Source: an optimization exercise on an open RTL-to-GDS flow (aim: small area). Production flows keep margins and buffers that such runs may drop. In this exercise RTL edits were held to simulation tests only and were not proved equivalent to the original. Power and IR drop assume default switching activity.

the reference run:
Design alu_issue, start of the top module:
module alu_issue #(
    parameter int XLEN = riscv_types::XLEN
) (
    input  logic        clk,
    input  logic        rst,
    input  logic        dec_valid,
    output logic        dec_ready,
    input  logic [90:0] dec_op,
    output logic        issue_valid,
    input  logic        issue_ready,
    output logic [109:0] alu_inputs,
    output logic [4:0]  issue_rd_addr,
    output logic        issue_rd_en,
    input  logic        wb_en,
    input  logic [4:0]  wb_addr,
    input  logic [31:0] wb_data,
    input  logic        flush
);
    logic [4:0]  rs1_a, rs2_a, rd_a;
    logic        rd_en;
    logic [1:0]  src1_sel;
    logic        src2_sel;
    logic [31:0] imm, pc;
    logic        is_unsigned;
    logic [6:0]  ctrl;
    assign rs1_a       = dec_op[90:86];
    assign rs2_a       = dec_op[85:81];
    assign rd_a        = dec_op[80:76];
    assign rd_en       = dec_op[75];
    assign src1_sel    = dec_op[74:73];
    assign src2_sel    = dec_op[72];
    assign imm         = dec_op[71:40];
    assign pc          = dec_op[39:8];
    assign is_unsigned = dec_op[7];
    assign ctrl        = dec_op[6:0];
    logic [32*XLEN-1:0] rf_q;
    reg_file_2r1w #(.XLEN(XLEN)) u_rf (
        .clk (clk),
        .rst (rst),
        .we  (wb_en),
        .wa  (wb_addr),
        .wd  (wb_data),
        .q   (rf_q)
    );
    logic        byp1_s, byp2_s;
    logic [31:0] sel1_s, sel2_s;
    logic [XLEN-1:0] rs1_val_s, src2_s;
    assign byp1_s = wb_en && (wb_addr == rs1_a) && (rs1_a != 5'd0);
    assign byp2_s = wb_en && (wb_addr == rs2_a) && (rs2_a != 5'd0) && !src2_sel;
    always_comb begin
        rs1_val_s = byp1_s ? wb_data : '0;
        src2_s    = (byp2_s ? wb_data : '0) | (src2_sel ? imm : '0);
        for (int i = 1; i < 32; i++) begin
            sel1_s[i] = (rs1_a == i[4:0]) && !byp1_s;
            sel2_s[i] = (rs2_a == i[4:0]) && !byp2_s && !src2_sel;
  ...
Settings: LEC_CHECK=0, CAP_MARGIN=10, CORE_MARGIN=2, CORE_UTILIZATION=45, SETUP_SLACK_MARGIN=0.1, SLEW_MARGIN=10; clock period 6.0 ns.
standard.sh (not shown) runs the stock make flow with config.mk's settings and CLKGATE_MAP_FILE= SYNTH_SCRIPT=/design/flow/synth_recipe.tcl, a recipe that flattens the netlist after the stock synthesis.
==> flow/flow/run.sh <==
#!/bin/bash
# Standard ORFS layout with these changes:
#  - synthesis maps the logic with an area-oriented ABC script (abc_area_nf.script);
#    everything else in synthesis, including the flip-flop mapping, is unchanged;
#  - the port buffers are the smallest buffer cell;
#  - clock tree synthesis uses no dummy loads and larger sink clusters.
set -euo pipefail
cd "$(dirname "$0")/.."
W=$(pwd)
rm -rf "$W/scripts_area"
cp -r "$FLOW_HOME/scripts" "$W/scripts_area"
cp "$W/flow/abc_area_nf.script" "$W/scripts_area/abc_speed.script"
SCRIPTS_DIR="$W/scripts_area" bash standard.sh synth > flow_synth.log 2>&1
export BUFFER_PORTS_ARGS="-buffer_cell sky130_fd_sc_hd__buf_1"
export CTS_ARGS="-sink_clustering_enable -repair_clock_nets -dont_use_dummy_load -buf_list sky130_fd_sc_hd__clkbuf_16 -sink_clustering_size 25 -sink_clustering_max_diameter 100"
bash standard.sh > flow_standard.log 2>&1
==> flow/flow/abc_area_nf.script <==
&get -n
&st
&syn2
&dch
&nf -R 1000 -p -F 8 -A 4
&put
diff inputs: the reference run => the trial run
==> flow/flow/run.sh <==
#!/bin/bash
# Standard ORFS layout with these changes: the port buffers are the smallest
# buffer cell, and clock tree synthesis uses no dummy loads and larger sink
# clusters (fewer leaf buffers).
set -euo pipefail
cd "$(dirname "$0")/.."
export BUFFER_PORTS_ARGS="-buffer_cell sky130_fd_sc_hd__buf_1"
export CTS_ARGS="-sink_clustering_enable -repair_clock_nets -dont_use_dummy_load -buf_list sky130_fd_sc_hd__clkbuf_16 -sink_clustering_size 25 -sink_clustering_max_diameter 100"
bash standard.sh > flow_standard.log 2>&1
removed: flow/flow/abc_area_nf.script
- The trial run finished all stages; the layout is clean.
- Taking the reference run as the reference point, the site row count of the trial run rises by about 2.5%.
- The trial run: share of cell area taken by multi-input logic gates higher than the reference run
- Relative to the reference run, the total power of the trial run is higher by about 0.7%.
- The trial run vs the reference run, register fraction of the total cell area went down by 1.4 points.
- Higher post-place instance area among the trial run and the reference run: the trial run

[port drivers added, routing unchanged]
In the flow no input, the clock included, has a driving cell. The finished layouts below were timed again as built, in two steps. Step 1 assumes that a clkbuf_16 drives the clock port and a buf_2 every other input. Step 2 moves the port delays by t, midway between the first and last clock arrival at a register: inputs arrive t later, outputs are due t later. That takes back most of the time a late clock gives input paths. a / b / c = ideal ports / drivers / drivers and shift; a / b = the first two.
run | t, ns | setup WS [ns] | worst setup path after step 2 | clock arrival spread, ns | slew at the worst register clock pin (ns)
the reference run | 0.772 | 0.350 / 0.325 / 0.279 | input to register | 0.075 / 0.075 | 0.11 / 0.11
the trial run | 0.756 | 0.309 / 0.286 / 0.286 | input to output | 0.070 / 0.070 | 0.12 / 0.12
After both steps setup and hold are still met in every run listed. For the reference run, which loses most, drivers alone change the setup slack by -0.025 ns; drivers and shift together by -0.071 ns.
